Background: an optimization exercise with open tools, aiming at small area. Do not read the settings as production practice.
Only simulation tests tie the RTL to the original design; equivalence was not proved.

## flow/design.v (module list and top-level ports; edited modules follow where they fit)
// module sample_tick_gen: 26 lines
// module square_osc: 19 lines
// module walk_core: 1146 lines
// module walk_cfg_regs: 42 lines
// module dk_walk: 15 lines
// module walk_sound_top: 43 lines
module walk_sound_top (
    input  logic                                      clk,
    input  logic                                      rst_n,
    input  logic                                      reg_wr,
    input  logic [1:0]                                reg_addr,
    input  logic [15:0]                               reg_wdata,
    output logic [15:0]                               reg_rdata,
    output logic                                      sample_valid,
    output logic signed [walk_snd_pkg::sample_w-1:0] sample_out
);
  // ...
==> flow/run.sh <==
#!/bin/bash
# synth_recipe.tcl (not shown) runs the flow's synth.tcl, then flattens the netlist and writes it again
# the make line also repeats each setting of config.mk as NAME=value (left out here)
make -C /OpenROAD-flow-scripts/flow DESIGN_CONFIG=/design/flow/config.mk WORK_HOME=/design/flow/orfs CLKGATE_MAP_FILE= SYNTH_SCRIPT=/design/flow/synth_recipe.tcl finish
==> flow/config.mk <==
export PLATFORM = sky130hd
export DESIGN_NAME = walk_sound_top
export DESIGN_NICKNAME = walk_sound_top
export VERILOG_FILES = /design/flow/design.v
export SDC_FILE = /design/flow/constraint.sdc
export NUM_CORES = 4
export LEC_CHECK = 0
export CAP_MARGIN = 20
export CORE_MARGIN = 2
export CORE_UTILIZATION = 40
export SLEW_MARGIN = 20
==> flow/constraint.sdc <==
create_clock -name core_clock -period 14.0 [get_ports {clk}]
set_input_delay 2.8000 -clock core_clock [delete_from_list [all_inputs] [get_ports {clk}]]
set_output_delay 2.8000 -clock core_clock [all_outputs]
set_load 0.01 [all_outputs]
==> impl_metrics.toml, run 1 <==
[floorplan]
initial_core_util_pct = 40.6
io_pins = 54

[drt]
routed_wl_um = 30300
first_iter_violations = 417
detail-route-antenna-nets = 0
wl_met2_um = 14600

[hold_path]
hp-class = "reg -> reg"

[synth]
synthFlopType = "dfxtp_1"
yosysTopAreaCell = "fa_1"
synth_most_common_cell = "inv_1"
yosys_warnings = 5

[layout]
largestRegisters = "u_walk.u_core.lp_s x15, u_walk.u_core.hp_a x14"
seq_cells = 120
drive_above_1_share_pct = 7.51
multi_input_gates = 1085
syn2layout_area_growth_pct = 12.3

[cts]
post_cts_resize_count = 6
clkSinkCount = 120
clk_pin_slew_worst_paths_ns = 0.06
cts_hold_buf = 0
cts-htree-levels = 4

[timing]
finalHoldViolCount = 0
clock_skew_ns = 0.0147

[flow_run]
drv_cap = 0

[grt]
overflow = 0
grt_pass1_vias = 10800
use_met3_pct = 2.87
grt_pass1_wl_um = 52400

[run_status]
status = "timing/DRC/antenna clean"

[setup_path]
cpPeakStageDelay_ns = 0.57
crit_start = "u_walk.u_core.gate_d[2]"
==> run 2: changes to the inputs <==
--- a/flow/config.mk
+++ b/flow/config.mk
@@ -8,4 +8,7 @@
 export CAP_MARGIN = 20
 export CORE_MARGIN = 2
 export CORE_UTILIZATION = 40
+export CTS_BUF_LIST = sky130_fd_sc_hd__clkbuf_4
+export CTS_CLUSTER_DIAMETER = 100
+export CTS_CLUSTER_SIZE = 40
 export SLEW_MARGIN = 20
==> impl_metrics.toml, run 2 <==
[run_status]
status = "timing/DRC/antenna clean"

[synth]
syn_inst = 1554
yosys-top-cells-count = "inv_1, fa_1, ha_1"
netlist_area_um2 = 14400
synthFlopType = "dfxtp_1"
yosysTopAreaCell = "fa_1"
synth_edf_count = 0
synth_cell_types = 64
yosysSeqAreaShare_pct = 16.7
synth_top_area_share_pct = 31.2
ys_seq_elements = 120
synth_most_common_cell = "inv_1"
synth_area_per_cell_um2 = 9.26
synth_top_cells_by_area = "fa_1, dfxtp_1, ha_1"
yosys_warnings = 5
async_reset_ff_share_pct = 0

[cts]
clk_pin_slew_worst_paths_ns = 0.11
clkSinkCount = 120
cts_max_path_buffers = 2
cts_buffers = 17
cts-htree-levels = 4
cts_tree = "yes"
cts_hold_buf = 0
cts-root-buf = "clkbuf_4"
clk_latency_ns = 0.54

[drt]
dr.pass1.iters = 6
vias_per_cell = 4.88
wire_per_inst_um = 14.6
vias = 10100
post-route-drc-count = 0
routed_wl_um = 30200
first_iter_violations = 394
detail-route-antenna-nets = 0

[setup_path]
crit_slowest_cell = "fa_1"
worstPathArrival_ns = 14.06
crit_family = "adder cells"
path_class = "reg -> reg"
critPathCaptureType = "flip-flop"
cp-start-kind = "flip-flop"
critPathBufInv = 6
critPathRequiredTime_ns = 14.41
cpPeakStageDelay_ns = 0.57
crit_path_max_fanout = 3
path_common_cell = "fa_2"

[grt]
overflow = 0
grt_use_total_pct = 16.9
grt_max_degree = 69
antenna_found_initial = 1
grt_pass1_wl_um = 52000
grt_pass1_vias = 10700

[timing]
finalSetupViolations = 0
finalHoldViolCount = 0
slew-limit-headroom_pct = 35.1
rsz0062_at_grt = "false"
post-route-period-util_pct = 97.5
slew_viol_final = 0
clock.fmax_ghz = 0.0733
setup_tns_ns = 0
clock_skew_ns = 0.0239
finalCriticalPeriod_ns = 13.65
tightest_slew_ns = 0.972

[layout]
finalInstanceArea_um2 = 15800
final_cell_mix = "inv_1, fa_1, ha_1"
nNetsFinal = 1991
final_common_cell = "inv_1"
syn2layout_area_growth_pct = 10.1
regMostFlops = "u_walk.u_core.lp_s"
drive_above_1_share_pct = 7.51
multi_input_area_um2 = 10800
ff_latch_area_um2 = 2410
antenna_cells = 0
num-fill-cells = 3434
largestRegisters = "u_walk.u_core.lp_s x15, u_walk.u_core.hp_a x14"
largest_register_ffs = 15

[floorplan]
io_pins = 54
core_area_um2 = 35500
die_x_um = 194
initial_core_util_pct = 40.6
dieHeight_um = 194
die_area_um2 = 37500
rows = 69

[placement]
dpl_cell_area_um2 = 15500
place_hpwl_um = 25300
gp_congestion = 0.818
port_buffers = 37

[hold_path]
hp-class = "reg -> reg"

[flow_run]
drv_cap = 0
==> run 2: cell counts after synthesis <==
No cell type changed its count.
==> run 2: worst paths after layout <==
kind | startpoint | to | slack [ns] | cells after the start
max | u_walk.u_core.gate_d[2] | u_walk.u_core.lp_s[14] | 0.35 | 45
min | u_regs.tick_div[6] | u_regs.tick_div[6] | 0.48 | 2
max reg2reg | u_walk.u_core.gate_d[2] | u_walk.u_core.lp_s[14] | 0.35 | 45
min reg2reg | u_regs.tick_div[6] | u_regs.tick_div[6] | 0.48 | 2
==> run 2: repair_timing <==
item,4_1_cts,5_1_grt
endpoints found under the setup margin,2,2
setup buffers,0,2
gates resized for setup,6,6
pin swaps,3,13
==> run 2: final cells by class <==
type                       instances  share of cell area [%]
sequential                       120                    15.2
inverter                         299                    7.08
timing repair buffer              76                    4.15
clock buffer                      20                   0.948
clock inverter                    11                   0.979
tap                              461                    3.64
multi-input combinational       1085                    68.0
==> run 2: stage by stage <==
step,worst slack [ns],hold WS [ns],instances,utilization [%]
after floorplan,0.0372,0.424,1561,-
after global placement,-0.106,0.463,2039,43.6
after detailed placement,-0.166,0.469,2039,43.6
after CTS,0.0410,0.486,2070,44.6
after global routing,0.0383,0.509,2072,44.7
final,0.349,0.482,2072,44.7
==> run 2: cell families after synthesis <==
kind of cell               share of synthesized area, %
xor gates and xnor gates                           3.81
adders and majority gates                          44.7
other                                            0.0261
buffers and inverters                              9.50
muxes                                              2.97
and+or+nand+nor                                    14.0
AOI/OAI and AO/OA                                  8.23
DFF                                                16.7
==> run 2: metal layers <==
| metal | GRT usage, % | up-vias | part of all wire (%) |
|---|---|---|---|
| met3 | 3.03 | 32 | 3.5 |
| met2 | 28.8 | 124 | 48 |
| li1 | - | 5031 | - |
| met1 | 22.8 | 4930 | 47 |
| met4 | 3.22 | 2 | 1.5 |
| met5 | 0 | - | 0.023 |
==> run 2: worst min-delay path, stage by stage, from the launching register on <==
cell,delay (ns)
dfxtp_1,0.34
nand2_1,0.05
a21oi_1,0.05

==> afterwards: timing with drivers on the ports <==
Ports are ideal in the flow. The routed layouts listed here were re-timed in OpenROAD. Step 1 assumes that a clkbuf_16 drives the clock port and a buf_2 every other input. Step 2 adds t to the input delays and takes it off the output delays; t is the mean of the earliest and latest rising clock arrival at the registers after step 1. Input paths then give back, and output paths get back, about the clock's delay inside the block. Slacks: ideal ports / drivers / drivers and shift; pairs: ideal ports / drivers.
run	t, ns	setup WS [ns]	latest minus earliest clock arrival (ns)
run 1	0.453	0.355 / 0.355 / 0.355	0.017 / 0.016
run 2	0.564	0.349 / 0.349 / 0.349	0.025 / 0.024
After both steps setup and hold are still met in every run listed.
